This design comes from an exercise in tuning for a short achievable clock period and few clock cycles per item on the open sky130 flow, not from production work.
RTL that was checked went through simulation tests only; none was proved equivalent to the original.
Only the layout flow was run in runs 1 and 2; the RTL was not checked for function there.
Power figures rest on the tool's default switching activity, not on a simulated workload.

--- flow/flow/run.sh ---
#!/bin/bash
# Standard layout, with timing repair aimed at a shorter period than the
# clock's (setup margin), so that the resizer speeds up the critical paths.
set -uo pipefail
bash standard.sh SETUP_SLACK_MARGIN=7.2 finish > standard.log 2>&1
--- flow/standard.sh ---
#!/bin/bash
# synth_recipe.tcl (not shown) runs the flow's synth.tcl, then flattens the netlist and writes it again
# the make line also repeats each setting of config.mk as NAME=value (left out here)
make -C /OpenROAD-flow-scripts/flow DESIGN_CONFIG=/design/flow/config.mk WORK_HOME=/design/flow/orfs CLKGATE_MAP_FILE= SYNTH_SCRIPT=/design/flow/synth_recipe.tcl "${@:-finish}"
--- flow/config.mk ---
export PLATFORM = sky130hd
export DESIGN_NAME = rms_power_monitor_overload_trip_unit
export DESIGN_NICKNAME = rms_power_monitor_overload_trip_unit
export VERILOG_FILES = /design/flow/design.v
export SDC_FILE = /design/flow/constraint.sdc
export NUM_CORES = 4
export LEC_CHECK = 0
export ABC_CLOCK_PERIOD_IN_PS = 2800
export CAP_MARGIN = 20
export CORE_MARGIN = 2
export CORE_UTILIZATION = 40
export SLEW_MARGIN = 20
--- flow/constraint.sdc ---
create_clock -name core_clock -period 10.0 [get_ports {clk}]
set_input_delay 2.0000 -clock core_clock [delete_from_list [all_inputs] [get_ports {clk}]]
set_output_delay 2.0000 -clock core_clock [all_outputs]
set_load 0.01 [all_outputs]
--- flow/design.v ---
`timescale 1ns / 1ps
package rpm_pkg;
    localparam int SAMPLE_BITS = 12;
    localparam int WIN_BITS    = 11;
    localparam int GAIN_BITS   = 24;
    localparam int CUR_BITS    = 16;
    localparam int VOLT_BITS   = 9;
    localparam int PWR_BITS    = 25;
    localparam int CFG_BITS    = 25;
    localparam int IDX_BITS    = 3;
    localparam int IQ_DEPTH    = 36;
    localparam int IQ_BITS     = $clog2(IQ_DEPTH);
    localparam logic [2:0] OP_KEEP   = 3'b000;    
    localparam logic [2:0] OP_TOGGLE = 3'b001;    
    localparam logic [2:0] OP_OFF    = 3'b010;    
    localparam logic [2:0] OP_ON     = 3'b011;    
    localparam logic [2:0] OP_CLOSE  = 3'b100;    
endpackage
`timescale 1ns / 1ps
module rpm_front (
    input  logic        clk,
    input  logic        rst_n,
    input  logic        v0,
    input  logic [1:0]  k0,
    input  logic [11:0] smp0,
    input  logic [11:0] mid,
    input  logic [9:0]  win_m1,
    input  logic [9:0]  win_m2,
    input  logic        win_one,
    output logic        close0,      
    output logic        near_close,  
    output logic        cl4,
    output logic [23:0] lo4,
    output logic [9:0]  hi4,
    output logic        c4
);
    logic        smp_in;
    logic [10:0] cnt, cnt_next;
    assign smp_in = v0 && (k0 == 2'd0);
    assign close0 = smp_in && (cnt >= {1'b0, win_m1});
    always_comb
    begin
        cnt_next = cnt;
        if (smp_in)
            cnt_next = close0 ? 11'd0 : cnt + 11'd1;
    end
    assign near_close = win_one || (cnt_next >= {1'b0, win_m2});
    function automatic logic [7:0] sq4(input logic [3:0] a);
        case (a)
            4'd0: sq4 = 8'd0;
            4'd1: sq4 = 8'd1;
            4'd2: sq4 = 8'd4;
            4'd3: sq4 = 8'd9;
            4'd4: sq4 = 8'd16;
            4'd5: sq4 = 8'd25;
            4'd6: sq4 = 8'd36;
            4'd7: sq4 = 8'd49;
            4'd8: sq4 = 8'd64;
            4'd9: sq4 = 8'd81;
            4'd10: sq4 = 8'd100;
            4'd11: sq4 = 8'd121;
            4'd12: sq4 = 8'd144;
            4'd13: sq4 = 8'd169;
            4'd14: sq4 = 8'd196;
            4'd15: sq4 = 8'd225;
            default: sq4 = 8'd0;
        endcase
    endfunction
    function automatic logic [7:0] mul4(input logic [3:0] a, input logic [3:0] b);
        case ({a, b})
            8'd0: mul4 = 8'd0;
            8'd1: mul4 = 8'd0;
            8'd2: mul4 = 8'd0;
            8'd3: mul4 = 8'd0;
            8'd4: mul4 = 8'd0;
            8'd5: mul4 = 8'd0;
            8'd6: mul4 = 8'd0;
            8'd7: mul4 = 8'd0;
            8'd8: mul4 = 8'd0;
            8'd9: mul4 = 8'd0;
            8'd10: mul4 = 8'd0;
            8'd11: mul4 = 8'd0;
            8'd12: mul4 = 8'd0;
            8'd13: mul4 = 8'd0;
            8'd14: mul4 = 8'd0;
            8'd15: mul4 = 8'd0;
            8'd16: mul4 = 8'd0;
            8'd17: mul4 = 8'd1;
            8'd18: mul4 = 8'd2;
            8'd19: mul4 = 8'd3;
            8'd20: mul4 = 8'd4;
            8'd21: mul4 = 8'd5;
            8'd22: mul4 = 8'd6;
            8'd23: mul4 = 8'd7;
            8'd24: mul4 = 8'd8;
            8'd25: mul4 = 8'd9;
            8'd26: mul4 = 8'd10;
            8'd27: mul4 = 8'd11;
            8'd28: mul4 = 8'd12;
            8'd29: mul4 = 8'd13;
            8'd30: mul4 = 8'd14;
            8'd31: mul4 = 8'd15;
            8'd32: mul4 = 8'd0;
            8'd33: mul4 = 8'd2;
            8'd34: mul4 = 8'd4;
            8'd35: mul4 = 8'd6;
            8'd36: mul4 = 8'd8;
            8'd37: mul4 = 8'd10;
            8'd38: mul4 = 8'd12;
            8'd39: mul4 = 8'd14;
            8'd40: mul4 = 8'd16;
            8'd41: mul4 = 8'd18;
            8'd42: mul4 = 8'd20;
            8'd43: mul4 = 8'd22;
            8'd44: mul4 = 8'd24;
            8'd45: mul4 = 8'd26;
            8'd46: mul4 = 8'd28;
            8'd47: mul4 = 8'd30;
            8'd48: mul4 = 8'd0;
            8'd49: mul4 = 8'd3;
            8'd50: mul4 = 8'd6;
            8'd51: mul4 = 8'd9;
            8'd52: mul4 = 8'd12;
            8'd53: mul4 = 8'd15;
            8'd54: mul4 = 8'd18;
            8'd55: mul4 = 8'd21;
            8'd56: mul4 = 8'd24;
            8'd57: mul4 = 8'd27;
            8'd58: mul4 = 8'd30;
            8'd59: mul4 = 8'd33;
            8'd60: mul4 = 8'd36;
            8'd61: mul4 = 8'd39;
            8'd62: mul4 = 8'd42;
            8'd63: mul4 = 8'd45;
            8'd64: mul4 = 8'd0;
            8'd65: mul4 = 8'd4;
            8'd66: mul4 = 8'd8;
            8'd67: mul4 = 8'd12;
            8'd68: mul4 = 8'd16;
            8'd69: mul4 = 8'd20;
            8'd70: mul4 = 8'd24;
            8'd71: mul4 = 8'd28;
            8'd72: mul4 = 8'd32;
            8'd73: mul4 = 8'd36;
            8'd74: mul4 = 8'd40;
            8'd75: mul4 = 8'd44;
            8'd76: mul4 = 8'd48;
            8'd77: mul4 = 8'd52;
            8'd78: mul4 = 8'd56;
            8'd79: mul4 = 8'd60;
            8'd80: mul4 = 8'd0;
            8'd81: mul4 = 8'd5;
            8'd82: mul4 = 8'd10;
            8'd83: mul4 = 8'd15;
            8'd84: mul4 = 8'd20;
            8'd85: mul4 = 8'd25;
            8'd86: mul4 = 8'd30;
            8'd87: mul4 = 8'd35;
            8'd88: mul4 = 8'd40;
            8'd89: mul4 = 8'd45;
            8'd90: mul4 = 8'd50;
            8'd91: mul4 = 8'd55;
            8'd92: mul4 = 8'd60;
            8'd93: mul4 = 8'd65;
            8'd94: mul4 = 8'd70;
            8'd95: mul4 = 8'd75;
            8'd96: mul4 = 8'd0;
            8'd97: mul4 = 8'd6;
            8'd98: mul4 = 8'd12;
            8'd99: mul4 = 8'd18;
            8'd100: mul4 = 8'd24;
            8'd101: mul4 = 8'd30;
            8'd102: mul4 = 8'd36;
            8'd103: mul4 = 8'd42;
            8'd104: mul4 = 8'd48;
            8'd105: mul4 = 8'd54;
            8'd106: mul4 = 8'd60;
            8'd107: mul4 = 8'd66;
            8'd108: mul4 = 8'd72;
            8'd109: mul4 = 8'd78;
            8'd110: mul4 = 8'd84;
            8'd111: mul4 = 8'd90;
            8'd112: mul4 = 8'd0;
            8'd113: mul4 = 8'd7;
            8'd114: mul4 = 8'd14;
            8'd115: mul4 = 8'd21;
            8'd116: mul4 = 8'd28;
            8'd117: mul4 = 8'd35;
            8'd118: mul4 = 8'd42;
            8'd119: mul4 = 8'd49;
            8'd120: mul4 = 8'd56;
            8'd121: mul4 = 8'd63;
            8'd122: mul4 = 8'd70;
            8'd123: mul4 = 8'd77;
            8'd124: mul4 = 8'd84;
            8'd125: mul4 = 8'd91;
            8'd126: mul4 = 8'd98;
            8'd127: mul4 = 8'd105;
            8'd128: mul4 = 8'd0;
            8'd129: mul4 = 8'd8;
            8'd130: mul4 = 8'd16;
            8'd131: mul4 = 8'd24;
            8'd132: mul4 = 8'd32;
            8'd133: mul4 = 8'd40;
            8'd134: mul4 = 8'd48;
            8'd135: mul4 = 8'd56;
            8'd136: mul4 = 8'd64;
            8'd137: mul4 = 8'd72;
            8'd138: mul4 = 8'd80;
            8'd139: mul4 = 8'd88;
            8'd140: mul4 = 8'd96;
            8'd141: mul4 = 8'd104;
            8'd142: mul4 = 8'd112;
            8'd143: mul4 = 8'd120;
            8'd144: mul4 = 8'd0;
            8'd145: mul4 = 8'd9;
            8'd146: mul4 = 8'd18;
            8'd147: mul4 = 8'd27;
            8'd148: mul4 = 8'd36;
            8'd149: mul4 = 8'd45;
            8'd150: mul4 = 8'd54;
            8'd151: mul4 = 8'd63;
            8'd152: mul4 = 8'd72;
            8'd153: mul4 = 8'd81;
            8'd154: mul4 = 8'd90;
            8'd155: mul4 = 8'd99;
            8'd156: mul4 = 8'd108;
            8'd157: mul4 = 8'd117;
            8'd158: mul4 = 8'd126;
            8'd159: mul4 = 8'd135;
            8'd160: mul4 = 8'd0;
            8'd161: mul4 = 8'd10;
            8'd162: mul4 = 8'd20;
            8'd163: mul4 = 8'd30;
            8'd164: mul4 = 8'd40;
            8'd165: mul4 = 8'd50;
            8'd166: mul4 = 8'd60;
            8'd167: mul4 = 8'd70;
            8'd168: mul4 = 8'd80;
            8'd169: mul4 = 8'd90;
            8'd170: mul4 = 8'd100;
            8'd171: mul4 = 8'd110;
            8'd172: mul4 = 8'd120;
            8'd173: mul4 = 8'd130;
            8'd174: mul4 = 8'd140;
            8'd175: mul4 = 8'd150;
            8'd176: mul4 = 8'd0;
            8'd177: mul4 = 8'd11;
            8'd178: mul4 = 8'd22;
            8'd179: mul4 = 8'd33;
            8'd180: mul4 = 8'd44;
            8'd181: mul4 = 8'd55;
            8'd182: mul4 = 8'd66;
            8'd183: mul4 = 8'd77;
            8'd184: mul4 = 8'd88;
            8'd185: mul4 = 8'd99;
            8'd186: mul4 = 8'd110;
            8'd187: mul4 = 8'd121;
            8'd188: mul4 = 8'd132;
            8'd189: mul4 = 8'd143;
            8'd190: mul4 = 8'd154;
            8'd191: mul4 = 8'd165;
            8'd192: mul4 = 8'd0;
            8'd193: mul4 = 8'd12;
            8'd194: mul4 = 8'd24;
            8'd195: mul4 = 8'd36;
            8'd196: mul4 = 8'd48;
            8'd197: mul4 = 8'd60;
            8'd198: mul4 = 8'd72;
            8'd199: mul4 = 8'd84;
            8'd200: mul4 = 8'd96;
            8'd201: mul4 = 8'd108;
            8'd202: mul4 = 8'd120;
            8'd203: mul4 = 8'd132;
            8'd204: mul4 = 8'd144;
            8'd205: mul4 = 8'd156;
            8'd206: mul4 = 8'd168;
            8'd207: mul4 = 8'd180;
            8'd208: mul4 = 8'd0;
            8'd209: mul4 = 8'd13;
            8'd210: mul4 = 8'd26;
            8'd211: mul4 = 8'd39;
            8'd212: mul4 = 8'd52;
            8'd213: mul4 = 8'd65;
            8'd214: mul4 = 8'd78;
            8'd215: mul4 = 8'd91;
            8'd216: mul4 = 8'd104;
            8'd217: mul4 = 8'd117;
            8'd218: mul4 = 8'd130;
            8'd219: mul4 = 8'd143;
            8'd220: mul4 = 8'd156;
            8'd221: mul4 = 8'd169;
            8'd222: mul4 = 8'd182;
            8'd223: mul4 = 8'd195;
            8'd224: mul4 = 8'd0;
            8'd225: mul4 = 8'd14;
            8'd226: mul4 = 8'd28;
            8'd227: mul4 = 8'd42;
            8'd228: mul4 = 8'd56;
            8'd229: mul4 = 8'd70;
            8'd230: mul4 = 8'd84;
            8'd231: mul4 = 8'd98;
            8'd232: mul4 = 8'd112;
            8'd233: mul4 = 8'd126;
            8'd234: mul4 = 8'd140;
            8'd235: mul4 = 8'd154;
            8'd236: mul4 = 8'd168;
            8'd237: mul4 = 8'd182;
            8'd238: mul4 = 8'd196;
            8'd239: mul4 = 8'd210;
            8'd240: mul4 = 8'd0;
            8'd241: mul4 = 8'd15;
            8'd242: mul4 = 8'd30;
            8'd243: mul4 = 8'd45;
            8'd244: mul4 = 8'd60;
            8'd245: mul4 = 8'd75;
            8'd246: mul4 = 8'd90;
            8'd247: mul4 = 8'd105;
            8'd248: mul4 = 8'd120;
            8'd249: mul4 = 8'd135;
            8'd250: mul4 = 8'd150;
            8'd251: mul4 = 8'd165;
            8'd252: mul4 = 8'd180;
            8'd253: mul4 = 8'd195;
            8'd254: mul4 = 8'd210;
            8'd255: mul4 = 8'd225;
            default: mul4 = 8'd0;
        endcase
    endfunction
    logic        smp1, cl1;
    logic [11:0] dev0;
    logic [23:0] t1;
    logic [15:0] x1;
    logic [7:0]  ac1;
    assign dev0 = (smp0 >= mid) ? (smp0 - mid) : (mid - smp0);
    always_ff @(posedge clk or negedge rst_n)
    begin
        if (!rst_n)
        begin
            cnt  <= '0;
            smp1 <= 1'b0;
            cl1  <= 1'b0;
        end
        else
        begin
            cnt  <= cnt_next;
            smp1 <= smp_in;
            cl1  <= close0;
        end
    end
    always_ff @(posedge clk)
    begin
        t1  <= {sq4(dev0[11:8]), sq4(dev0[7:4]), sq4(dev0[3:0])};
        x1  <= {mul4(dev0[11:8], dev0[7:4]), mul4(dev0[7:4], dev0[3:0])};
        ac1 <= mul4(dev0[11:8], dev0[3:0]);
    end
    logic        smp2, cl2;
    logic [23:0] u2;
    logic [15:0] x2;
    always_ff @(posedge clk or negedge rst_n)
    begin
        if (!rst_n)
        begin
            smp2 <= 1'b0;
            cl2  <= 1'b0;
        end
        else
        begin
            smp2 <= smp1;
            cl2  <= cl1;
        end
    end
    always_ff @(posedge clk)
    begin
        u2 <= t1 + {7'd0, ac1, 9'd0};
        x2 <= x1;
    end
    logic        smp3, cl3;
    logic [23:0] sq3;
    always_ff @(posedge clk or negedge rst_n)
    begin
        if (!rst_n)
        begin
            smp3 <= 1'b0;
            cl3  <= 1'b0;
        end
        else
        begin
            smp3 <= smp2;
            cl3  <= cl2;
        end
    end
    always_ff @(posedge clk)
        sq3 <= u2 + {3'd0, x2, 5'd0};
    logic [23:0] acc_lo;
    logic [9:0]  acc_hi;
    logic        acc_c;
    logic [24:0] lo_add;
    logic [9:0]  hi_add;
    assign lo_add = {1'b0, acc_lo} + {1'b0, sq3};
    assign hi_add = acc_hi + 10'(acc_c);
    always_ff @(posedge clk or negedge rst_n)
    begin
        if (!rst_n)
        begin
            acc_lo <= '0;
            acc_hi <= '0;
            acc_c  <= 1'b0;
            cl4    <= 1'b0;
        end
        else
        begin
            cl4 <= cl3;
            if (smp3)
            begin
                if (cl3)
                begin
                    acc_lo <= '0;
                    acc_hi <= '0;
                    acc_c  <= 1'b0;
                end
                else
                begin
                    acc_lo <= lo_add[23:0];
                    acc_hi <= hi_add;
                    acc_c  <= lo_add[24];
                end
            end
        end
    end
    always_ff @(posedge clk)
    begin
        lo4 <= lo_add[23:0];
        hi4 <= hi_add;
        c4  <= lo_add[24];
    end
endmodule
`timescale 1ns / 1ps
module rpm_queue (
    input  logic        clk,
    input  logic        rst_n,
    input  logic        push,
    input  logic [2:0]  push_op,
    input  logic        res_valid,
    input  logic [15:0] res_cur,
    input  logic [24:0] res_pwr,
    input  logic        res_over,
    output logic        take,
    output logic        m_tvalid,
    input  logic        m_tready,
    output logic        out_relay,
    output logic        out_mv,
    output logic        out_trip,
    output logic [15:0] out_cur,
    output logic [24:0] out_pwr
);
    localparam int IQ = rpm_pkg::IQ_BITS;
    localparam int ND = rpm_pkg::IQ_DEPTH;
    logic [ND-1:0][2:0]      iq_mem;
    logic [IQ-1:0]           iq_wr, iq_rd;
    logic                    iq_wr_ph, iq_rd_ph;      
    logic [2:0]              head;
    logic                    head_close;
    logic                    ready;
    logic                    load;
    logic                    pop;
    logic                    relay;
    logic                    relay_new;
    logic                    trip_new;
    always_ff @(posedge clk)
    begin
        for (int i = 0; i < ND; i++)
            if (push && iq_wr == IQ'(i))
                iq_mem[i] <= push_op;
    end
    assign head       = iq_mem[iq_rd];
    assign head_close = head[2];
    assign ready      = ((iq_wr != iq_rd) || (iq_wr_ph != iq_rd_ph)) && (!head_close || res_valid);
    assign load       = !m_tvalid || m_tready;
    assign pop        = load && ready;
    assign take       = pop && head_close;
    always_comb
    begin
        trip_new  = 1'b0;
        relay_new = relay;
        if (head_close)
        begin
            trip_new  = res_over && relay;
            relay_new = relay && !res_over;
        end
        else if (head[1])
            relay_new = head[0];
        else if (head[0])
            relay_new = !relay;
    end
    always_ff @(posedge clk or negedge rst_n)
    begin
        if (!rst_n)
        begin
            iq_wr    <= '0;
            iq_rd    <= '0;
            iq_wr_ph <= 1'b0;
            iq_rd_ph <= 1'b0;
            relay    <= 1'b0;
            m_tvalid <= 1'b0;
        end
        else
        begin
            if (push)
            begin
                if (iq_wr == IQ'(ND - 1))
                begin
                    iq_wr    <= '0;
                    iq_wr_ph <= !iq_wr_ph;
                end
                else
                    iq_wr <= iq_wr + 1'b1;
            end
            if (load)
                m_tvalid <= ready;
            if (pop)
            begin
                if (iq_rd == IQ'(ND - 1))
                begin
                    iq_rd    <= '0;
                    iq_rd_ph <= !iq_rd_ph;
                end
                else
                    iq_rd <= iq_rd + 1'b1;
                relay <= relay_new;
            end
        end
    end
    always_ff @(posedge clk)
    begin
        if (pop)
        begin
            out_relay <= relay_new;
            out_mv    <= head_close;
            out_trip  <= trip_new;
            out_cur   <= head_close ? res_cur : 16'd0;
            out_pwr   <= head_close ? res_pwr : 25'd0;
        end
    end
endmodule
`timescale 1ns / 1ps
module rpm_back (
    input  logic        clk,
    input  logic        rst_n,
    input  logic [10:0] win,
    input  logic [11:0] win2,
    input  logic [11:0] win3,
    input  logic [23:0] gain,
    input  logic [15:0] noise_floor,
    input  logic [8:0]  volts,
    input  logic [10:0] volts3,      
    input  logic [24:0] limit,
    input  logic        start,
    input  logic [23:0] lo_in,
    input  logic [9:0]  hi_in,
    input  logic        c_in,
    input  logic        take,
    output logic        res_valid,
    output logic [15:0] cur,
    output logic [24:0] pwr,
    output logic        over
);
    logic [4:0]  step;
    logic        run;
    logic [33:0] dn;           
    logic [9:0]  dr;           
    logic [1:0]  dq;           
    logic [11:0] t;
    logic [12:0] t1, t2, t3;
    logic [17:0] srem;
    logic [16:0] root;
    logic [19:0] sx;
    logic [20:0] sd;
    logic [40:0] prod;
    logic [16:0] ph, pl;             
    logic [1:0]  dh, dl;             
    logic [10:0] mh, ml;             
    logic [9:0]  hi_fin;
    assign hi_fin = hi_in + 10'(c_in);
    assign t  = {dr, dn[33:32]};
    assign t1 = {1'b0, t} - {2'b0, win};
    assign t2 = {1'b0, t} - {1'b0, win2};
    assign t3 = {1'b0, t} - {1'b0, win3};
    always_comb
    begin
        case (step[1:0])
            2'd1:    begin dh = cur[15:14]; dl = cur[7:6]; end
            2'd2:    begin dh = cur[13:12]; dl = cur[5:4]; end
            2'd3:    begin dh = cur[11:10]; dl = cur[3:2]; end
            default: begin dh = cur[9:8];   dl = cur[1:0]; end
        endcase
        case (dh)
            2'd0:    mh = 11'd0;
            2'd1:    mh = 11'(volts);
            2'd2:    mh = {1'b0, volts, 1'b0};
            default: mh = volts3;
        endcase
        case (dl)
            2'd0:    ml = 11'd0;
            2'd1:    ml = 11'(volts);
            2'd2:    ml = {1'b0, volts, 1'b0};
            default: ml = volts3;
        endcase
    end
    assign sx = {srem, dq};
    assign sd = {1'b0, sx} - {2'b0, root[15:0], 2'b01};
    always_ff @(posedge clk or negedge rst_n)
    begin
        if (!rst_n)
        begin
            step      <= '0;
            run       <= 1'b0;
            res_valid <= 1'b0;
        end
        else
        begin
            if (start)
            begin
                run  <= 1'b1;
                step <= 5'd1;
            end
            else if (run)
            begin
                step <= step + 5'd1;
                if (step == 5'd26)
                    run <= 1'b0;
            end
            if (run && step == 5'd26)
                res_valid <= 1'b1;
            else if (take)
                res_valid <= 1'b0;
        end
    end
    always_ff @(posedge clk)
    begin
        if (start)
        begin
            dn   <= {1'b0, hi_fin[9] ? {33{1'b1}} : {hi_fin[8:0], lo_in}};
            dr   <= '0;
            srem <= '0;
            root <= '0;
            prod <= '0;
        end
        else
        begin
            dn <= {dn[31:0], 2'b00};
            if (!t3[12])
            begin
                dq <= 2'd3;
                dr <= t3[9:0];
            end
            else if (!t2[12])
            begin
                dq <= 2'd2;
                dr <= t2[9:0];
            end
            else if (!t1[12])
            begin
                dq <= 2'd1;
                dr <= t1[9:0];
            end
            else
            begin
                dq <= 2'd0;
                dr <= t[9:0];
            end
            if (step >= 5'd2 && step <= 5'd18)
            begin
                if (!sd[20])
                begin
                    srem <= sd[17:0];
                    root <= {root[15:0], 1'b1};
                end
                else
                begin
                    srem <= sx[17:0];
                    root <= {root[15:0], 1'b0};
                end
            end
            if (step >= 5'd3 && step <= 5'd19)
                prod <= {prod[39:0], 1'b0} + (root[0] ? 41'(gain) : 41'd0);
        end
        if (step == 5'd20)
        begin
            if (|prod[40:32])
                cur <= 16'hFFFF;
            else if (prod[31:16] < noise_floor)
                cur <= 16'd0;
            else
                cur <= prod[31:16];
        end
        if (step == 5'd20)
        begin
            ph <= '0;
            pl <= '0;
        end
        else if (step >= 5'd21 && step <= 5'd24)
        begin
            ph <= {ph[14:0], 2'b00} + 17'(mh);
            pl <= {pl[14:0], 2'b00} + 17'(ml);
        end
        if (step == 5'd25)
            pwr <= {ph, 8'd0} + 25'(pl);
        if (step == 5'd26)
            over <= pwr > limit;
    end
endmodule
`timescale 1ns / 1ps
module rms_power_monitor_overload_trip_unit (
    input  logic                           clk,
    input  logic                           rst_n,
    input  logic                           cfg_we,
    input  logic [rpm_pkg::IDX_BITS-1:0]   cfg_index,
    input  logic [rpm_pkg::CFG_BITS-1:0]   cfg_wdata,
    input  logic                           s_tvalid,
    output logic                           s_tready,
    input  logic [15:0]                    s_tdata,    
    input  logic [1:0]                     s_tuser,    
    output logic                           m_tvalid,
    input  logic                           m_tready,
    output logic [47:0]                    m_tdata,    
    output logic                           m_tuser     
);
    localparam int IQ  = rpm_pkg::IQ_BITS;
    localparam int CAP = rpm_pkg::IQ_DEPTH;
    logic [11:0] mid;
    logic [10:0] win;
    logic [9:0]  win_m1, win_m2;
    logic        win_one;
    logic [11:0] win2, win3;
    logic [23:0] gain;
    logic [15:0] noise_floor;
    logic [8:0]  volts;
    logic [24:0] limit;
    logic [10:0] weff;
    always_comb
    begin
        if (cfg_wdata[10:0] == 11'd0)
            weff = 11'd1;
        else if (cfg_wdata[10] && (cfg_wdata[9:0] != 10'd0))
            weff = 11'd1024;
        else
            weff = cfg_wdata[10:0];
    end
    always_ff @(posedge clk or negedge rst_n)
    begin
        if (!rst_n)
        begin
            mid         <= 12'd2047;
            win         <= 11'd100;
            gain        <= 24'd570950;
            noise_floor <= 16'd50;
            volts       <= 9'd230;
            limit       <= 25'd2500000;
        end
        else if (cfg_we)
        begin
            case (cfg_index)
                3'd0: mid         <= cfg_wdata[11:0];
                3'd1: win         <= weff;
                3'd2: gain        <= cfg_wdata[23:0];
                3'd3: noise_floor <= cfg_wdata[15:0];
                3'd4: volts       <= cfg_wdata[8:0];
                3'd5: limit       <= cfg_wdata[24:0];
                default: ;
            endcase
        end
    end
    logic [11:0] mid_q;
    logic [10:0] win_q;
    logic [23:0] gain_q;
    logic [15:0] noise_floor_q;
    logic [8:0]  volts_q;
    logic [10:0] volts3_q;
    logic [24:0] limit_q;
    always_ff @(posedge clk)
    begin
        mid_q         <= mid;
        win_q         <= win;
        gain_q        <= gain;
        noise_floor_q <= noise_floor;
        volts_q       <= volts;
        volts3_q      <= {1'b0, volts, 1'b0} + {2'b0, volts};
        limit_q       <= limit;
    end
    always_ff @(posedge clk or negedge rst_n)
    begin
        if (!rst_n)
        begin
            win_m1  <= 10'd99;
            win_m2  <= 10'd98;
            win_one <= 1'b0;
            win2    <= 12'd200;
            win3    <= 12'd300;
        end
        else
        begin
            win_m1  <= 10'(win - 11'd1);
            win_m2  <= (win == 11'd1) ? 10'd0 : 10'(win - 11'd2);
            win_one <= (win == 11'd1);
            win2    <= {win, 1'b0};
            win3    <= {win, 1'b0} + {1'b0, win};
        end
    end
    logic        s_tready_r;
    logic        s_busy;              
    logic        v0;
    logic [1:0]  k0;
    logic [11:0] smp0;
    logic        cmd0;
    logic        del_r, took_r;
    logic        cfg_we_r;
    logic [IQ:0] outst, outst_next;      
    logic [1:0]  meas, meas_next;        
    logic        close0, near_close;
    logic        room_ok, meas_ok;
    always_ff @(posedge clk)
    begin
        k0   <= s_tuser;
        smp0 <= s_tdata[11:0];
        cmd0 <= s_tdata[12];
    end
    assign outst_next = outst + (IQ+1)'(v0) - (IQ+1)'(del_r);
    assign meas_next  = meas + 2'(close0) - 2'(took_r);
    assign room_ok = ({1'b0, outst_next} + (IQ+2)'(s_tready_r) + (IQ+2)'(1)) <= (IQ+2)'(CAP);
    assign meas_ok = win_one ? ((meas_next == 2'd0) && !s_tready_r)
                             : ((meas_next == 2'd0) || ((meas_next == 2'd1) && !near_close));
    always_ff @(posedge clk or negedge rst_n)
    begin
        if (!rst_n)
        begin
            v0         <= 1'b0;
            s_busy     <= 1'b0;
            del_r      <= 1'b0;
            took_r     <= 1'b0;
            cfg_we_r   <= 1'b0;
            outst      <= '0;
            meas       <= '0;
        end
        else
        begin
            v0         <= s_tvalid && s_tready_r;
            del_r      <= m_tvalid && m_tready;
            took_r     <= take;
            cfg_we_r   <= cfg_we;
            outst      <= outst_next;
            meas       <= meas_next;
            s_busy     <= !(room_ok && meas_ok && !cfg_we && !cfg_we_r);
        end
    end
    assign s_tready_r = !s_busy;
    assign s_tready   = !s_busy;
    logic        cl4, c4;
    logic [23:0] lo4;
    logic [9:0]  hi4;
    logic [2:0]  op0;
    rpm_front u_front (
        .clk        (clk),
        .rst_n      (rst_n),
        .v0         (v0),
        .k0         (k0),
        .smp0       (smp0),
        .mid        (mid_q),
        .win_m1     (win_m1),
        .win_m2     (win_m2),
        .win_one    (win_one),
        .close0     (close0),
        .near_close (near_close),
        .cl4        (cl4),
        .lo4        (lo4),
        .hi4        (hi4),
        .c4         (c4)
    );
    always_comb
    begin
        case (k0)
            2'd0:    op0 = close0 ? rpm_pkg::OP_CLOSE : rpm_pkg::OP_KEEP;
            2'd1:    op0 = rpm_pkg::OP_TOGGLE;
            2'd2:    op0 = cmd0 ? rpm_pkg::OP_ON : rpm_pkg::OP_OFF;
            default: op0 = rpm_pkg::OP_KEEP;
        endcase
    end
    logic        take, res_valid, res_over;
    logic [15:0] res_cur;
    logic [24:0] res_pwr;
    rpm_back u_back (
        .clk         (clk),
        .rst_n       (rst_n),
        .win         (win_q),
        .win2        (win2),
        .win3        (win3),
        .gain        (gain_q),
        .noise_floor (noise_floor_q),
        .volts       (volts_q),
        .volts3      (volts3_q),
        .limit       (limit_q),
        .start       (cl4),
        .lo_in       (lo4),
        .hi_in       (hi4),
        .c_in        (c4),
        .take        (take),
        .res_valid   (res_valid),
        .cur         (res_cur),
        .pwr         (res_pwr),
        .over        (res_over)
    );
    logic        out_relay, out_mv, out_trip;
    logic [15:0] out_cur;
    logic [24:0] out_pwr;
    rpm_queue u_queue (
        .clk       (clk),
        .rst_n     (rst_n),
        .push      (v0),
        .push_op   (op0),
        .res_valid (res_valid),
        .res_cur   (res_cur),
        .res_pwr   (res_pwr),
        .res_over  (res_over),
        .take      (take),
        .m_tvalid  (m_tvalid),
        .m_tready  (m_tready),
        .out_relay (out_relay),
        .out_mv    (out_mv),
        .out_trip  (out_trip),
        .out_cur   (out_cur),
        .out_pwr   (out_pwr)
    );
    assign m_tdata = {5'd0, out_trip, out_pwr, out_cur, out_relay};
    assign m_tuser = out_mv;
endmodule
==> results.ini, run 1 <==
[run_status]
status=finished clean

[min_path]
worstHoldPathCells=0
min_path_type=reg -> reg

[logic_synthesis]
synth_ff_type=dfxtp_1
synth.top_cell.area_share=0.195
syn_area_per_cell_sq_um=10.1
async_flop_share=0.273
syn_inst=4229
syn_area_sq_um=42800
synth_seq_cells=843
synth_area_leaders=dfxtp_1, edfxtp_1, dfrtp_1
ys_types=107
synth-seq-area-share=0.469
synth_largest_area_cell=dfxtp_1
yosysWarnings=4
synth-edff-count=196

[power]
p_leak_nw=23.9
power.share.clock=0.172
p_switching_mw=8.51
swShare=0.410
irDropWorstVdd_mv=0.365
intPower_mw=12.3
p_seq_frac=0.249
p_comb_frac=0.580
powerDensity_nw_per_um2=367

[routing]
drc_errors=0
viasPerCell=5.49
drtPass1Iterations=6
post_drt_wl_per_cell_um=20.1
final_antenna_net_count=0
drt_iter0_markers=2846
dr_total_vias=33990
wl_um=124000

[timing]
final.setup_skew_ns=0.0385
tns_ns=0
period_share=0.407
timing.fmax_mhz=246
finalSetupViolations=0
hold_viol=0
min_period_ns=4.07
rsz0062_at_grt=true
slew-limit-headroom=0.337
maxSlewViolCount=0
worst_pin_slew_ns=0.992

[global_routing]
grt_pass1_wl_um=190000
grt_max_degree=75
grt_usage=0.219
grt_overflow=0
grt_pass1_vias=33443
antenna_found_initial=6

[floorplanning]
die_area_sq_um=110000
die_h_um=331
fp-row-count=119
core-area_sq_um=106000
die_w_um=331
initial_core_util=0.405
ios=102

[cts]
clock-root-buffer=clkbuf_16
clock_sinks=843
cts_tree=done
cts_buffers=92
clockBufferDepth=3
path_clk_slew_ns=0.06
hold_buffers=0
cts_max_level=3
clock_latency_ns=0.70

[critical_path]
crit_type=reg -> reg
crit_chain=ha_4, a222oi_1, mux2i_1, buf_6, buf_6, mux2i_2, o21ai_2, ha_2, fa_2, a21o_1, a21oi_2, o21bai_1, a21oi_2, o21bai_1, a21oi_2, nor2b_4, o2111ai_2, xor2_1, a211oi_1
required_ns=10.53
slowest_stage=dfrtp_2
cpPeakStageDelay_ns=0.48
arrival_ns=4.60
critPathMaxFanout=5
reg2regPathDepth=19
critical_path.endpoint_type=flop
critPathLaunchType=flop
crit_top_cell=a21oi_2

[placed_design]
dpl-instance-area_sq_um=45800
dp_hpwl_um=72100
io_buffer_count=93
dp.cells=5564
gp_congestion=0.872

[layout]
finalNetCount=5107
fin_area_sq_um=56600
final-instance-count-excl-fill=6188
syn2layout_area_growth_pct=32.3
layout-drive-gt1-share=0.310
postLayoutCoreUtil=0.536

[flow_run]
cap_viol_max_count=0

-- cell usage after synthesis, types with 65 or more instances --
library cell	count
dfrtp_1	177
xor2_1	65
clkbuf_1	119
xnor2_1	156
edfxtp_1	196
nand3_1	106
and2_1	111
nor2_1	287
ha_1	327
dfxtp_1	417
o21ai_0	228
nand2_1	318
mux2_2	90
a21o_1	85
a21oi_1	287
inv_1	291
-- metrics by stage --
step,power [mW],hold WS (ns),setup slack [ns]
floorplan,11.4,0.310,6.29
global placement,13.1,0.312,4.98
detailed placement,13.2,0.312,4.92
CTS,19.5,0.326,5.99
global route,22.0,0.329,5.74
finish,20.8,0.325,5.93
-- power by group through the flow --
stage,combinational [mW],clock (mW),sequential (mW)
after floorplan,6.38,0,4.99
after global placement,7.94,0,5.19
after detailed placement,8.03,0,5.20
after CTS,10.7,3.64,5.14
after global routing,12.9,3.78,5.27
final,12.0,3.57,5.17
-- cell families after synthesis --
group | synth area share
AO/OA/AOI/OAI | 0.157
XOR/XNOR | 0.0458
adder cells (fa/ha/maj) | 0.102
buffers and inverters | 0.0461
flip-flops | 0.469
multiplexers | 0.0514
other | 0.0000876
AND/OR/NAND/NOR | 0.128
-- cell usage in the layout, fill, tap and decap left out, types with 34 or more instances in the layout --
master,synthesis,final
a21o_1,85,84
mux2_2,90,41
mux2i_1,41,35
edfxtp_1,196,196
a21oi_2,1,61
xor2_1,65,60
and3_1,36,35
nor3_1,52,43
ha_4,0,54
dfrtp_1,177,168
nand3_1,106,83
buf_6,2,134
buf_4,15,267
inv_1,291,259
dfstp_2,53,53
and2_1,111,100
ha_1,327,264
a21oi_1,287,215
o21ai_0,228,156
buf_2,45,49
buf_12,0,34
mux2_4,0,50
nor2_1,287,252
nand2_1,318,287
o21a_1,49,48
clkbuf_16,0,101
nor2b_1,64,55
dfxtp_1,417,397
o211ai_1,42,42
mux4_2,34,34
o21ai_1,5,36
xnor2_1,156,141
-- area by class of cell --
type                    count  area [sq um]
fillers                  8879         49100
multi-input cells        2912         24500
flip-flops and latches    843         20100
repair buffers            566          5720
clock buffers             121          2670
well taps                1391          1740
inverters                 296          1240
clock inverters            53           593
repair inverters            4          45.0
diodes                      2          5.00
-- registers in the layout, summed over array words and instances (netlist names), 18 cells and up --
signal and count:
gain 24, gain_q 24, limit 25, limit_q 25
u_back.dn 34, u_back.prod 41, u_back.pwr 25, u_back.srem 18
u_front.acc_lo 24, u_front.lo4 24, u_front.sq3 23, u_front.t1 21
u_front.u2 23, u_queue.iq_mem 108, u_queue.out_pwr 25
-- path summary, 6_finish.rpt --
path | from | endpoint | slack, ns
min in group asynchronous | rst_n | win_m2[9] | 1.29
max reg2reg | u_back.step[1] | u_back.ph[16] | 5.93
min | u_front.x1[6] | u_front.x2[6] | 0.33
min reg2reg | u_front.x1[6] | u_front.x2[6] | 0.33
max in group asynchronous | rst_n | limit[21] | 7.44
max | u_back.step[1] | u_back.ph[16] | 5.93
-- per-layer routing --
metal	track usage	part of all wire	vias up
li1	-	-	16012
met1	0.290	0.43	16377
met2	0.361	0.47	1152
met3	0.0348	0.057	447
met4	0.0799	0.043	2
met5	0	0.00038	-
-- critical path: cells and delay by family (launching register included) --
| family | cells | cell delay (ns) |
|---|---|---|
| fa+ha+maj | 3 | 0.73 |
| xor+xnor | 1 | 0.18 |
| simple gates | 1 | 0.08 |
| buf+inv | 2 | 0.29 |
| compound gates | 10 | 1.77 |
| mux | 2 | 0.34 |
| flops | 1 | 0.48 |
-- repair_timing --
| action | in CTS | in global routing |
|---|---|---|
| setup endpoints to repair | 508 | 394 |
| cloned | 36 | 3 |
| endpoints found under the hold margin | 0 | 0 |
| setup buffers | 303 | 106 |
| pin swaps | 250 | 272 |
| gates resized for setup | 760 | 341 |
==> run 2: changes to the inputs <==
--- a/flow/config.mk
+++ b/flow/config.mk
@@ -10,3 +10,5 @@
 export CORE_MARGIN = 2
-export CORE_UTILIZATION = 40
+export CORE_UTILIZATION = 55
+export CTS_CLUSTER_DIAMETER = 200
+export CTS_CLUSTER_SIZE = 30
 export SLEW_MARGIN = 20
==> run 2 against run 1 <==
Effect of this change: still clean; die area is 27% lower; global-route usage rose by 7.5 points; sequential share of layout area grew 1.1 points; non-clock buffer count rose by 38; synthesized cell count unchanged; critical path depth shrank 5; worst setup slack worse by 0.35 ns; clock power is 51% lower; combinational power is 11% higher; design area down 2.9%; critical path type unchanged; largest power group unchanged.
==> results.ini, run 2 <==
[run_status]
status=finished clean

[layout]
layout-drive-gt1-share=0.309  ; -0.000703
final_common_cell=dfxtp_1
syn2layout_area_growth_pct=28.4
multi_input_area_sq_um=24900  ; +1.6%
nFillCells=5450  ; -39%
largest-register=u_queue.iq_mem
antenna_cells=0  ; -2
top_regs=u_queue.iq_mem x108, u_back.prod x41, u_back.dn x34
seq_area_sq_um=20100  ; about the same
finalNetCount=5092  ; -0.29%
final_cell_mix=dfxtp_1, buf_4, nand2_1
largest_reg_flops=108  ; unchanged

[placed_design]
io_buffer_count=93  ; unchanged
gp_congestion=0.900  ; +3.3%
dp_hpwl_um=69900  ; -3.1%

[floorplanning]
core-area_sq_um=77200  ; -27%
die_area_sq_um=80000  ; -27%
fp-row-count=102  ; -14%
ios=102  ; unchanged
initial_core_util=0.554  ; +0.149
die_w_um=283  ; -15%
die_h_um=283  ; -15%

[flow_run]
cap_viol_max_count=0  ; unchanged

[routing]
wl_met3_um=10800  ; +52%
drt_iter0_markers=3933  ; +38%
wl_met2_um=58100  ; -0.17%
final_antenna_net_count=0  ; unchanged
drc_errors=0  ; unchanged
dr_total_vias=35032  ; +3.1%
top_layer=met5
post_drt_wl_per_cell_um=22.9  ; +14%
viasPerCell=6.08  ; +11%
met1_length_um=55500  ; +3.8%
wl_um=132000  ; +6.2%
drtPass1Iterations=14  ; +8

[critical_path]
critPathLaunchType=flop
reg2regPathDepth=14  ; -5
reg2reg_from=mid_q[2]
r2r_end=u_front.x1[3]
critical_path.endpoint_type=flop
arrival_ns=4.91  ; +0.31 ns
regToRegSetupSlack_ns=5.59  ; -0.35 ns
critPathMaxFanout=5  ; unchanged
required_ns=10.50  ; -0.03 ns
crit_type=reg -> reg

[timing]
min_period_ns=4.41  ; +0.348 ns
rsz0062_at_grt=true
whs_ns=0.337  ; +0.0112 ns
slew-limit-headroom=0.395  ; +0.0577
maxSlewViolCount=0  ; unchanged
final.setup_skew_ns=0.0286  ; -0.00993 ns
hold_viol=0  ; unchanged
finalSetupViolations=0  ; unchanged
tns_ns=0  ; unchanged
timing.fmax_mhz=227  ; -7.9%
worst_pin_slew_ns=0.907  ; -0.0844 ns
period_share=0.441  ; +0.0348

[min_path]
worstHoldPathCells=0  ; unchanged
min_path_type=reg -> reg
min_to=u_front.u2[23]
hold_start=u_front.t1[23]

[logic_synthesis]
synth_largest_area_cell=dfxtp_1
ys_types=107  ; unchanged
async_flop_share=0.273  ; unchanged
syn_inst=4229  ; unchanged
yosysWarnings=4  ; unchanged
synth_seq_cells=843  ; unchanged
synth-edff-count=196  ; unchanged
synth-seq-area-share=0.469  ; unchanged
synth_most_common_cell=dfxtp_1
synth.top_cell.area_share=0.195  ; unchanged
synth_common_cells=dfxtp_1, ha_1, nand2_1
synth_ff_type=dfxtp_1
syn_area_per_cell_sq_um=10.1  ; unchanged
synth_area_leaders=dfxtp_1, edfxtp_1, dfrtp_1
syn_area_sq_um=42800  ; unchanged

[cts]
clockBufferDepth=3  ; unchanged
hold_buffers=0  ; unchanged
cts_tree=done
clock_latency_ns=0.61  ; -0.09 ns
path_clk_slew_ns=0.12  ; +0.06 ns
cts_buffers=34  ; -63%
clock-root-buffer=clkbuf_16
cts_max_level=2  ; -1
clock_sinks=843  ; unchanged

[global_routing]
grt_pass1_vias=32763  ; -2.0%
grt_max_degree=126  ; +68%
grt_usage=0.293  ; +0.0747
grt_overflow=0  ; unchanged
antenna_found_initial=5  ; -1
grt_pass1_wl_um=187000  ; -1.1%

[power]
irDropWorstVdd_mv=0.532  ; +46%
p_leak_nw=23.3  ; -2.5%
powerDensity_nw_per_um2=367  ; -0.10%

-- run 2: worst max path at each step --
stage | end | from | slack [ns] | depth (start not counted)
floorplan | u_front.x1[12] | smp0[0] | 6.29 | 20
global placement | u_front.ac1[7] | mid_q[2] | 4.93 | 13
detailed placement | u_front.x1[3] | mid_q[2] | 4.97 | 17
CTS | s_busy | win_m1[0] | 5.93 | 22
global route | u_front.x1[3] | mid_q[2] | 5.67 | 14
finish | u_front.x1[3] | mid_q[2] | 5.59 | 14
-- run 2: critical path: stages, from the launching register on --
cell	delay (ns)
dfxtp_1	0.38
inv_1	0.09
ha_4	0.33
nand4_1	0.24
and3_4	0.30
or4_4	0.48
buf_12	0.17
buf_6	0.12
nand3_4	0.09
a21boi_1	0.24
o311ai_2	0.69
o211ai_1	0.25
a311oi_2	0.52
o32ai_1	0.15
a211oi_1	0.23
-- run 2: power breakdown --
part	total [mW]	switching [mW]	internal, mW	leakage [nW]
clock network	1.76	1.07	0.681	0.477
registers	5.13	0.593	4.54	8.09
logic	13.3	7.12	6.15	14.7
-- run 2: layer usage --
metal  track usage  vias to the layer above
li1              -                    15928
met2         0.461                     1711
met4         0.106                        6
met3        0.0500                      676
met1         0.409                    16711
met5             0                        -
-- run 2: kinds of logic after synthesis --
logic type      count (synthesis)  share of synthesized area
compound gates               1034                      0.157
flops                         843                      0.469
xor+xnor                      222                     0.0458
buf+inv                       491                     0.0461
mux                           166                     0.0514
fa+ha+maj                     342                      0.102
simple gates                 1130                      0.128
other cells                     1                  0.0000876
-- run 2: layout make-up --
type | count | area share
clock buffer | 58 | 0.0175
clock inverter | 3 | 0.000683
inverter | 296 | 0.0226
multi-input combinational | 2913 | 0.453
sequential | 843 | 0.366
tap | 1040 | 0.0237
timing repair buffer | 604 | 0.115
timing repair inverter | 8 | 0.00159
-- run 2: repair_timing --
item / in CTS / in global routing
setup endpoints to repair: 416 / 417
pin swaps: 284 / 275
buffers inserted: 305 / 137
cloned: 48 / 7
gates resized for setup: 787 / 389
-- run 2: stage by stage --
stage	instance area, sq um	total power [mW]	util	std cells	setup WS, ns
finish	55000	20.2	0.712	5765	5.59
global route	55000	21.1	0.712	5765	5.67
detailed placement	45300	13.2	0.587	5206	4.97
global placement	45300	13.1	0.587	5206	4.93
CTS	52000	17.9	0.674	5620	5.93
floorplan	44000	11.4	-	4233	6.29
==> run 3: changes to the inputs <==
--- a/flow/design.v
+++ b/flow/design.v
@@ -10,4 +10,4 @@
     localparam int IDX_BITS    = 3;
-    localparam int IQ_DEPTH    = 36;
-    localparam int IQ_BITS     = $clog2(IQ_DEPTH);
+    localparam int IQ_DEPTH    = 38;
+    localparam int IQ_BITS     = 6;           
     localparam logic [2:0] OP_KEEP   = 3'b000;    
@@ -26,5 +26,5 @@
     input  logic [11:0] mid,
-    input  logic [9:0]  win_m1,
-    input  logic [9:0]  win_m2,
-    input  logic        win_one,
+    input  logic [9:0]  win_m1,      
+    input  logic [9:0]  win_m3,      
+    input  logic        win_le2,     
     output logic        close0,      
@@ -38,4 +38,6 @@
     logic [10:0] cnt, cnt_next;
+    logic        ge_m1;       
+    logic        ge_m3;       
     assign smp_in = v0 && (k0 == 2'd0);
-    assign close0 = smp_in && (cnt >= {1'b0, win_m1});
+    assign close0 = smp_in && ge_m1;
     always_comb
@@ -46,3 +48,3 @@
     end
-    assign near_close = win_one || (cnt_next >= {1'b0, win_m2});
+    assign near_close = close0 ? win_le2 : ge_m3;
     function automatic logic [7:0] sq4(input logic [3:0] a);
@@ -330,3 +332,25 @@
     logic        smp1, cl1;
-    logic [11:0] dev0;
+    logic [11:0] dev1;
+    always_ff @(posedge clk or negedge rst_n)
+    begin
+        if (!rst_n)
+        begin
+            cnt   <= '0;
+            ge_m1 <= 1'b0;
+            ge_m3 <= 1'b0;
+            smp1  <= 1'b0;
+            cl1   <= 1'b0;
+        end
+        else
+        begin
+            cnt   <= cnt_next;
+            ge_m1 <= (cnt_next >= {1'b0, win_m1});
+            ge_m3 <= (cnt_next >= {1'b0, win_m3});
+            smp1  <= smp_in;
+            cl1   <= close0;
+        end
+    end
+    always_ff @(posedge clk)
+        dev1 <= (smp0 >= mid) ? (smp0 - mid) : (mid - smp0);
+    logic        smp1b, cl1b;
     logic [23:0] t1;
@@ -334,3 +358,2 @@
     logic [7:0]  ac1;
-    assign dev0 = (smp0 >= mid) ? (smp0 - mid) : (mid - smp0);
     always_ff @(posedge clk or negedge rst_n)
@@ -339,5 +362,4 @@
         begin
-            cnt  <= '0;
-            smp1 <= 1'b0;
-            cl1  <= 1'b0;
+            smp1b <= 1'b0;
+            cl1b  <= 1'b0;
         end
@@ -345,5 +367,4 @@
         begin
-            cnt  <= cnt_next;
-            smp1 <= smp_in;
-            cl1  <= close0;
+            smp1b <= smp1;
+            cl1b  <= cl1;
         end
@@ -352,5 +373,5 @@
     begin
-        t1  <= {sq4(dev0[11:8]), sq4(dev0[7:4]), sq4(dev0[3:0])};
-        x1  <= {mul4(dev0[11:8], dev0[7:4]), mul4(dev0[7:4], dev0[3:0])};
-        ac1 <= mul4(dev0[11:8], dev0[3:0]);
+        t1  <= {sq4(dev1[11:8]), sq4(dev1[7:4]), sq4(dev1[3:0])};
+        x1  <= {mul4(dev1[11:8], dev1[7:4]), mul4(dev1[7:4], dev1[3:0])};
+        ac1 <= mul4(dev1[11:8], dev1[3:0]);
     end
@@ -368,4 +389,4 @@
         begin
-            smp2 <= smp1;
-            cl2  <= cl1;
+            smp2 <= smp1b;
+            cl2  <= cl1b;
         end
@@ -571,3 +592,2 @@
     logic [9:0]  dr;           
-    logic [1:0]  dq;           
     logic [11:0] t;
@@ -576,2 +596,4 @@
     logic [16:0] root;
+    logic [1:0]  qd;           
+    logic [1:0]  dq;           
     logic [19:0] sx;
@@ -580,2 +602,3 @@
     logic [16:0] ph, pl;             
+    logic [7:0]  ch, cl;             
     logic [1:0]  dh, dl;             
@@ -583,2 +606,3 @@
     logic [9:0]  hi_fin;
+    logic [24:0] pwr_sum;
     assign hi_fin = hi_in + 10'(c_in);
@@ -588,10 +612,6 @@
     assign t3 = {1'b0, t} - {1'b0, win3};
+    assign dh = ch[7:6];
+    assign dl = cl[7:6];
     always_comb
     begin
-        case (step[1:0])
-            2'd1:    begin dh = cur[15:14]; dl = cur[7:6]; end
-            2'd2:    begin dh = cur[13:12]; dl = cur[5:4]; end
-            2'd3:    begin dh = cur[11:10]; dl = cur[3:2]; end
-            default: begin dh = cur[9:8];   dl = cur[1:0]; end
-        endcase
         case (dh)
@@ -609,4 +629,6 @@
     end
-    assign sx = {srem, dq};
-    assign sd = {1'b0, sx} - {2'b0, root[15:0], 2'b01};
+    assign qd  = !t3[12] ? 2'd3 : !t2[12] ? 2'd2 : !t1[12] ? 2'd1 : 2'd0;
+    assign sx  = {srem, dq};
+    assign sd  = {1'b0, sx} - {2'b0, root[15:0], 2'b01};
+    assign pwr_sum = {ph, 8'd0} + 25'(pl);
     always_ff @(posedge clk or negedge rst_n)
@@ -651,22 +673,9 @@
             dn <= {dn[31:0], 2'b00};
-            if (!t3[12])
-            begin
-                dq <= 2'd3;
-                dr <= t3[9:0];
-            end
-            else if (!t2[12])
-            begin
-                dq <= 2'd2;
-                dr <= t2[9:0];
-            end
-            else if (!t1[12])
-            begin
-                dq <= 2'd1;
-                dr <= t1[9:0];
-            end
-            else
-            begin
-                dq <= 2'd0;
-                dr <= t[9:0];
-            end
+            dq <= qd;
+            case (qd)
+                2'd3:    dr <= t3[9:0];
+                2'd2:    dr <= t2[9:0];
+                2'd1:    dr <= t1[9:0];
+                default: dr <= t[9:0];
+            endcase
             if (step >= 5'd2 && step <= 5'd18)
@@ -690,10 +699,19 @@
             if (|prod[40:32])
+            begin
                 cur <= 16'hFFFF;
+                ch  <= 8'hFF;
+                cl  <= 8'hFF;
+            end
             else if (prod[31:16] < noise_floor)
+            begin
                 cur <= 16'd0;
+                ch  <= 8'd0;
+                cl  <= 8'd0;
+            end
             else
+            begin
                 cur <= prod[31:16];
-        end
-        if (step == 5'd20)
-        begin
+                ch  <= prod[31:24];
+                cl  <= prod[23:16];
+            end
             ph <= '0;
@@ -705,5 +723,7 @@
             pl <= {pl[14:0], 2'b00} + 17'(ml);
+            ch <= {ch[5:0], 2'b00};
+            cl <= {cl[5:0], 2'b00};
         end
         if (step == 5'd25)
-            pwr <= {ph, 8'd0} + 25'(pl);
+            pwr <= pwr_sum;
         if (step == 5'd26)
@@ -732,4 +752,4 @@
     logic [10:0] win;
-    logic [9:0]  win_m1, win_m2;
-    logic        win_one;
+    logic [9:0]  win_m1, win_m3;
+    logic        win_one, win_le2;
     logic [11:0] win2, win3;
@@ -795,4 +815,5 @@
             win_m1  <= 10'd99;
-            win_m2  <= 10'd98;
+            win_m3  <= 10'd97;
             win_one <= 1'b0;
+            win_le2 <= 1'b0;
             win2    <= 12'd200;
@@ -803,4 +824,5 @@
             win_m1  <= 10'(win - 11'd1);
-            win_m2  <= (win == 11'd1) ? 10'd0 : 10'(win - 11'd2);
+            win_m3  <= (win <= 11'd3) ? 10'd0 : 10'(win - 11'd3);
             win_one <= (win == 11'd1);
+            win_le2 <= (win <= 11'd2);
             win2    <= {win, 1'b0};
@@ -816,3 +838,4 @@
     logic        del_r, took_r;
-    logic        cfg_we_r;
+    logic        cfg_we_r, cfg_we_rr;
+    logic [1:0]  meas_c;
     logic [IQ:0] outst, outst_next;      
@@ -829,5 +852,6 @@
     assign meas_next  = meas + 2'(close0) - 2'(took_r);
-    assign room_ok = ({1'b0, outst_next} + (IQ+2)'(s_tready_r) + (IQ+2)'(1)) <= (IQ+2)'(CAP);
-    assign meas_ok = win_one ? ((meas_next == 2'd0) && !s_tready_r)
-                             : ((meas_next == 2'd0) || ((meas_next == 2'd1) && !near_close));
+    assign room_ok = (outst <= (IQ+1)'(CAP - 3));
+    assign meas_c  = meas + 2'(close0);
+    assign meas_ok = win_one ? ((meas_c == 2'd0) && !s_tready_r)
+                             : ((meas_c == 2'd0) || ((meas_c == 2'd1) && !near_close));
     always_ff @(posedge clk or negedge rst_n)
@@ -841,2 +865,3 @@
             cfg_we_r   <= 1'b0;
+            cfg_we_rr  <= 1'b0;
             outst      <= '0;
@@ -850,5 +875,6 @@
             cfg_we_r   <= cfg_we;
+            cfg_we_rr  <= cfg_we_r;
             outst      <= outst_next;
             meas       <= meas_next;
-            s_busy     <= !(room_ok && meas_ok && !cfg_we && !cfg_we_r);
+            s_busy     <= !(room_ok && meas_ok && !cfg_we && !cfg_we_r && !cfg_we_rr);
         end
@@ -869,4 +895,4 @@
         .win_m1     (win_m1),
-        .win_m2     (win_m2),
-        .win_one    (win_one),
+        .win_m3     (win_m3),
+        .win_le2    (win_le2),
         .close0     (close0),
--- a/flow/config.mk
+++ b/flow/config.mk
@@ -10,5 +10,3 @@
 export CORE_MARGIN = 2
-export CORE_UTILIZATION = 55
-export CTS_CLUSTER_DIAMETER = 200
-export CTS_CLUSTER_SIZE = 30
+export CORE_UTILIZATION = 40
 export SLEW_MARGIN = 20
==> run 3 against run 2 <==
Effect of this change: still clean; fmax grew 36%; worst setup slack gained 1.2 ns; via count decreased by 8.3%; global-route usage fell by 11 points; area after synthesis rose by 2.9%; power fell by 27%; utilization fell by 23 points; die area grew 41%; flip-flop and latch count rose by 40; clock power increased by 110%; largest cell class unchanged; highest routed layer unchanged.
==> results.ini, run 3 <==
[global_routing]
grt_pass1_wl_um=169000  ; -9.9%
antenna_found_initial=7  ; +2
grt_overflow=0  ; unchanged
grt_usage=0.186  ; -0.107
grt_pass1_vias=30921  ; -5.6%
grt_max_degree=113  ; -10%

[timing]
maxSlewViolCount=0  ; unchanged
tns_ns=0  ; unchanged
hold_viol=0  ; unchanged
setup_ws_ns=6.76  ; +1.17 ns
period_share=0.324  ; -0.117
timing.fmax_mhz=308  ; +36%
worst_pin_slew_ns=1.17  ; +0.265 ns
slew-limit-headroom=0.216  ; -0.180
finalSetupViolations=0  ; unchanged
rsz0062_at_grt=true
whs_ns=0.324  ; -0.0128 ns
final.setup_skew_ns=0.0327  ; +0.00405 ns
min_period_ns=3.24  ; -1.17 ns

[floorplanning]
die_w_um=336  ; +19%
die_h_um=336  ; +19%
ios=102  ; unchanged
die_area_sq_um=113000  ; +41%
core-area_sq_um=109000  ; +41%
initial_core_util=0.404  ; -0.150
fp-row-count=121  ; +19%

[layout]
final_common_cell=dfxtp_1
largest_reg_flops=114  ; +5.6%
finalNetCount=4951  ; -2.8%
final_cell_mix=dfxtp_1, nand2_1, a21oi_1
layout-drive-gt1-share=0.180  ; -0.129
syn2layout_area_growth_pct=18.8
largest-register=u_queue.iq_mem
top_regs=u_queue.iq_mem x114, u_back.prod x41, u_back.dn x34

[critical_path]
critPathMaxFanout=2  ; -3
critical_path.endpoint_type=output pin
required_ns=8.00  ; -2.50 ns
critPathLaunchType=flop
arrival_ns=1.24  ; -3.67 ns
crit_type=reg -> out

[flow_run]
cap_viol_max_count=0  ; unchanged

[logic_synthesis]
synth.top_cell.area_share=0.195  ; about the same
ys_types=82  ; -23%
synth-edff-count=218  ; +11%
synth_common_cells=dfxtp_1, nand2_1, a21oi_1
async_flop_share=0.267  ; -0.00556
syn_area_sq_um=44000  ; +2.9%
synth_ff_type=dfxtp_1
synth_seq_cells=883  ; +4.7%
synth_largest_area_cell=dfxtp_1
synth_most_common_cell=dfxtp_1
synth_area_leaders=dfxtp_1, edfxtp_1, dfrtp_1
syn_inst=4401  ; +4.1%
synth-seq-area-share=0.479  ; +0.0107
yosysWarnings=4  ; unchanged
syn_area_per_cell_sq_um=10.0  ; -1.1%

[routing]
drtPass1Iterations=8  ; -6
viasPerCell=5.31  ; -13%
drc_errors=0  ; unchanged
post_drt_wl_per_cell_um=17.7  ; -23%
wl_um=107000  ; -19%
final_antenna_net_count=0  ; unchanged
drt_iter0_markers=2203  ; -44%
dr_total_vias=32130  ; -8.3%

[power]
powerDensity_nw_per_um2=283  ; -23%
power_mw=14.8  ; -27%
swShare=0.362  ; -0.0735
p_comb_frac=0.416  ; -0.242
p_seq_frac=0.338  ; +0.083
irDropWorstVdd_mv=0.203  ; -62%
power.share.clock=0.246  ; +0.159
p_leak_nw=22.3  ; -4.3%
p_switching_mw=5.36  ; -39%
intPower_mw=9.44  ; -17%

[min_path]
min_path_type=reg -> reg

[placed_design]
io_buffer_count=93  ; unchanged
gp_congestion=0.857  ; -4.8%
post-place-ws_ns=5.28  ; +0.311 ns
dp_hpwl_um=69000  ; -1.2%

[cts]
path_clk_slew_ns=0.06  ; -0.06 ns
cts_buffers=94  ; +180%
cts_tree=done
clockBufferDepth=3  ; unchanged
clock_latency_ns=0.69  ; +0.08 ns
hold_buffers=0  ; unchanged
clock_sinks=883  ; +4.7%
cts_max_level=3  ; +1
clock-root-buffer=clkbuf_16

[run_status]
status=finished clean

## run 3: path summary, 6_finish.rpt
path | startpoint | end | slack (ns) | cells past startpoint
setup / recovery | s_busy | s_tready | 6.76 | 2
hold / removal | u_front.x1[4] | u_front.x2[4] | 0.32 | 0
setup reg to reg | u_back.ch[6] | u_back.ph[11] | 6.85 | 13
hold reg to reg | u_front.x1[4] | u_front.x2[4] | 0.32 | 0
max in group asynchronous | rst_n | v0 | 7.49 | 2
min in group asynchronous | rst_n | u_front.smp2 | 1.33 | 1
## run 3: routing by layer
layer	track usage	vias up	wire, um
met5	0	-	41
met2	0.303	668	50000
li1	-	15794	-
met1	0.256	15484	49800
met3	0.0273	178	4710
met4	0.0583	6	2730
## run 3: critical path, cell delays in order (launching register included)
cell	delay, ns
dfrtp_1	0.39
inv_2	0.09
buf_6	0.10
## run 3: power by group through the flow
stage | clock, mW | combinational (mW) | sequential (mW)
global route | 3.88 | 6.79 | 5.10
finish | 3.64 | 6.16 | 5.01
global placement | 0 | 5.20 | 5.06
CTS | 3.73 | 5.88 | 5.01
floorplan | 0 | 4.03 | 4.90
detailed placement | 0 | 5.25 | 5.08
## run 3: cell families after synthesis
| kind of cell | after synthesis | share of synthesized area |
|---|---|---|
| xor gates and xnor gates | 239 | 0.0476 |
| AOI/OAI and AO/OA | 1065 | 0.152 |
| and+or+nand+nor | 1186 | 0.126 |
| other | 1 | 0.0000852 |
| adders and majority gates | 344 | 0.100 |
| buffers and inverters | 509 | 0.0444 |
| DFF | 883 | 0.479 |
| muxes | 174 | 0.0507 |
## run 3: area by class of cell
type	instances	area [sq um]
flip-flops and latches	883	21100
fillers	9999	56700
diodes	2	5.00
clock buffers	130	2700
clock inverters	48	561
repair inverters	4	30.0
repair buffers	260	2530
well taps	1414	1770
multi-input cells	3016	22400
inverters	298	1160
## run 3: stage by stage
| stage | utilization | cell area [sq um] | instances |
|---|---|---|---|
| 3_3_place_gp | 0.427 | 46600 | 5737 |
| 3_5_place_dp | 0.427 | 46600 | 5737 |
| 4_1_cts | 0.470 | 51200 | 6007 |
| 6_report | 0.480 | 52300 | 6055 |
| 2_1_floorplan | - | 44500 | 4405 |
| 5_1_grt | 0.480 | 52300 | 6053 |
## run 3: what timing repair did
item	4_1_cts	5_1_grt
buffers inserted	77	44
pin swaps	79	82
resized for setup	378	158
endpoints found under the hold margin	0	0
cloned	15	1
setup endpoints to repair	493	304
Testbench counts of run 3, summed over its fixed seeds: cycles 19,782, items 19,510.
==> run 4: changes to the inputs <==
--- a/flow/design.v
+++ b/flow/design.v
@@ -699,6 +699,14 @@
             if (|prod[40:32])
-            begin
                 cur <= 16'hFFFF;
-                ch  <= 8'hFF;
-                cl  <= 8'hFF;
+            else if (prod[31:16] < noise_floor)
+                cur <= 16'd0;
+            else
+                cur <= prod[31:16];
+        end
+        if (step == 5'd20)
+        begin
+            if (|prod[40:32])
+            begin
+                ch <= 8'hFF;
+                cl <= 8'hFF;
             end
@@ -706,5 +714,4 @@
             begin
-                cur <= 16'd0;
-                ch  <= 8'd0;
-                cl  <= 8'd0;
+                ch <= 8'd0;
+                cl <= 8'd0;
             end
@@ -712,5 +719,4 @@
             begin
-                cur <= prod[31:16];
-                ch  <= prod[31:24];
-                cl  <= prod[23:16];
+                ch <= prod[31:24];
+                cl <= prod[23:16];
             end
@@ -719,3 +725,3 @@
         end
-        else if (step >= 5'd21 && step <= 5'd24)
+        else
         begin
@@ -831,4 +837,3 @@
     end
-    logic        s_tready_r;
-    logic        s_busy;              
+    logic        s_tready_r;          
     logic        v0;
@@ -861,3 +866,3 @@
             v0         <= 1'b0;
-            s_busy     <= 1'b0;
+            s_tready_r <= 1'b0;
             del_r      <= 1'b0;
@@ -878,7 +883,6 @@
             meas       <= meas_next;
-            s_busy     <= !(room_ok && meas_ok && !cfg_we && !cfg_we_r && !cfg_we_rr);
+            s_tready_r <= room_ok && meas_ok && !cfg_we && !cfg_we_r && !cfg_we_rr;
         end
     end
-    assign s_tready_r = !s_busy;
-    assign s_tready   = !s_busy;
+    assign s_tready = s_tready_r;
     logic        cl4, c4;
--- a/flow/config.mk
+++ b/flow/config.mk
@@ -10,3 +10,4 @@
 export CORE_MARGIN = 2
-export CORE_UTILIZATION = 40
+export CORE_UTILIZATION = 45
+export CTS_CLUSTER_SIZE = 20
 export SLEW_MARGIN = 20
==> run 4 against run 3 <==
Effect of this change: global-route usage grew 2.9 points; clock power is essentially flat; routed wire length grew 1.8%; worst setup slack lost 0.16 ns; fmax shrank 4.6%; cell count shrank 3.2%; combinational power shrank 8.1%; register-to-register slack lost 0.20 ns; largest cell class unchanged.
==> results.ini, run 4 <==
[cts]
clock_sinks=883  ; unchanged
clock-root-buffer=clkbuf_16
clockBufferDepth=3  ; unchanged
clock_latency_ns=0.68  ; about the same
cts_tree=done
cts_max_level=3  ; unchanged
cts_buffers=94  ; unchanged

[logic_synthesis]
synth-edff-count=202  ; -7.3%
synth_most_common_cell=dfxtp_1
synth_seq_cells=883  ; unchanged
ys_types=85  ; +3.7%
synth-seq-area-share=0.480  ; about the same
synth_area_leaders=dfxtp_1, edfxtp_1, dfrtp_1
async_flop_share=0.267  ; unchanged
yosysWarnings=4  ; unchanged
synth.top_cell.area_share=0.204  ; +0.00891
synth_common_cells=dfxtp_1, nor2_1, ha_1
syn_area_per_cell_sq_um=10.2  ; +1.6%

[floorplanning]
initial_core_util=0.453  ; +0.0491
die_area_sq_um=99600  ; -12%
core-area_sq_um=96400  ; -12%
fp-row-count=114  ; -5.8%

[timing]
hold_viol=0  ; unchanged
period_share=0.340  ; +0.0156
timing.fmax_mhz=294  ; -4.6%
final.setup_skew_ns=0.0282  ; -0.00441 ns
tns_ns=0  ; unchanged
rsz0062_at_grt=true
whs_ns=0.324  ; +0.000296 ns
finalSetupViolations=0  ; unchanged

[critical_path]
critPathLaunchType=flop
crit_chain=buf_2
required_ns=8.00  ; about the same
crit_family=flip-flops
reg2reg_from=u_queue.iq_rd[0]
crit_buf_inv=1  ; -1
r2r_end=u_queue.out_cur[10]
crit_type=reg -> out
regToRegSetupSlack_ns=6.65  ; -0.20 ns
critPathMaxFanout=1  ; -1
cpPeakStageDelay_ns=0.52  ; +0.13 ns
slowest_stage=edfxtp_1
critical_path.endpoint_type=output pin
arrival_ns=1.40  ; +0.16 ns
reg2regPathDepth=12  ; -1
path_depth=1  ; -1

[layout]
layout-drive-gt1-share=0.197  ; +0.0167
final_cell_mix=dfxtp_1, nor2_1, ha_1
largest-register=u_queue.iq_mem
largest_reg_flops=114  ; unchanged
final_common_cell=dfxtp_1
antenna_cells=0  ; -2
syn2layout_area_growth_pct=20.1

[routing]
drc_errors=0  ; unchanged
viasPerCell=5.44  ; +2.5%
wl_um=109000  ; +1.8%
final_antenna_net_count=0  ; unchanged
drtPass1Iterations=5  ; -3
post_drt_wl_per_cell_um=18.6  ; +5.2%
dr_total_vias=31884  ; -0.77%

[min_path]
hold_start=u_front.t1[8]

[run_status]
status=finished clean

[power]
power_mw=14.2  ; -3.9%
irDropWorstVdd_mv=0.212  ; +4.2%

[global_routing]
grt_max_degree=149  ; +32%
grt_pass1_wl_um=170000  ; +0.84%
grt_pass1_vias=30565  ; -1.2%
antenna_found_initial=0  ; -7
grt_usage=0.215  ; +0.0289

[flow_run]
cap_viol_max_count=0  ; unchanged

[placed_design]
io_buffer_count=93  ; unchanged

==> run 4: cell count changes after synthesis, sizes merged, moves of 12 or more <==
cell,delta
a211oi,-16
a21o,+14
a21oi,-30
a311oi,-15
clkbuf,-12
dfxtp,+16
edfxtp,-16
nand2,-93
nand3,-15
nor2,+51
nor2b,-12
o31ai,+14
xor2,-14
==> run 4: area by class of cell <==
cell class | count | area [sq um]
clock buffer | 126 | 2730
inverter | 291 | 1120
fill | 8436 | 44000
clock inverter | 51 | 551
sequential | 883 | 21000
multi-input combinational | 2935 | 22300
timing repair buffer | 298 | 3160
tap | 1276 | 1600
timing repair inverter | 1 | 5.00
==> run 4: worst min-delay path by stage <==
stage               slack [ns]  depth (start not counted)              to
detailed placement        0.31                          0  u_front.sq3[4]
CTS                       0.33                          0   u_front.u2[8]
floorplan                 0.31                          0  u_front.sq3[0]
finish                    0.32                          0   u_front.u2[8]
global placement          0.31                          0  u_front.sq3[0]
global route              0.33                          0  u_front.sq3[2]
==> run 4: cell families after synthesis <==
logic type	count (synthesis)	synth area share
AO/OA/AOI/OAI	1024	0.149
AND/OR/NAND/NOR	1153	0.126
flip-flops	883	0.480
adder cells (fa/ha/maj)	344	0.101
other	1	0.0000859
XOR/XNOR	216	0.0433
buffers and inverters	486	0.0430
multiplexers	191	0.0585
==> run 4: power by group <==
part / switching (mW) / internal [mW]
logic: 3.10 / 2.56
clock network: 1.49 / 2.14
registers: 0.446 / 4.49
==> run 4: metrics by stage <==
step,std cells,utilization,area (sq um),worst slack [ns]
after detailed placement,5516,0.479,46200,5.34
after floorplan,4302,-,44200,6.64
after CTS,5812,0.531,51200,6.57
after global placement,5516,0.479,46200,5.38
after global routing,5861,0.544,52400,6.58
final,5861,0.544,52400,6.60
==> run 4: what timing repair did <==
item | in CTS | in global routing
cloned | 18 | 3
setup endpoints to repair | 345 | 306
buffers inserted | 101 | 45
gates resized for setup | 385 | 193
pin swaps | 84 | 87
hold buffers | 0 | 0
==> run 4: layer usage <==
metal,up-vias,global-route usage,wire (um)
li1,15630,-,-
met1,15423,0.298,50500
met2,692,0.355,51600
met3,139,0.0298,4560
met4,0,0.0591,2640
met5,-,0,0
Testbench counts of run 4, summed over its fixed seeds: cycles 19,782, items 19,510.

Setup slack of run 4, layout unchanged: 6.601 ns with ideal ports, 6.533 ns with driving cells assumed (clock clkbuf_16, inputs buf_2), 6.382 ns with port delays also shifted by the 0.737 ns mid clock arrival.
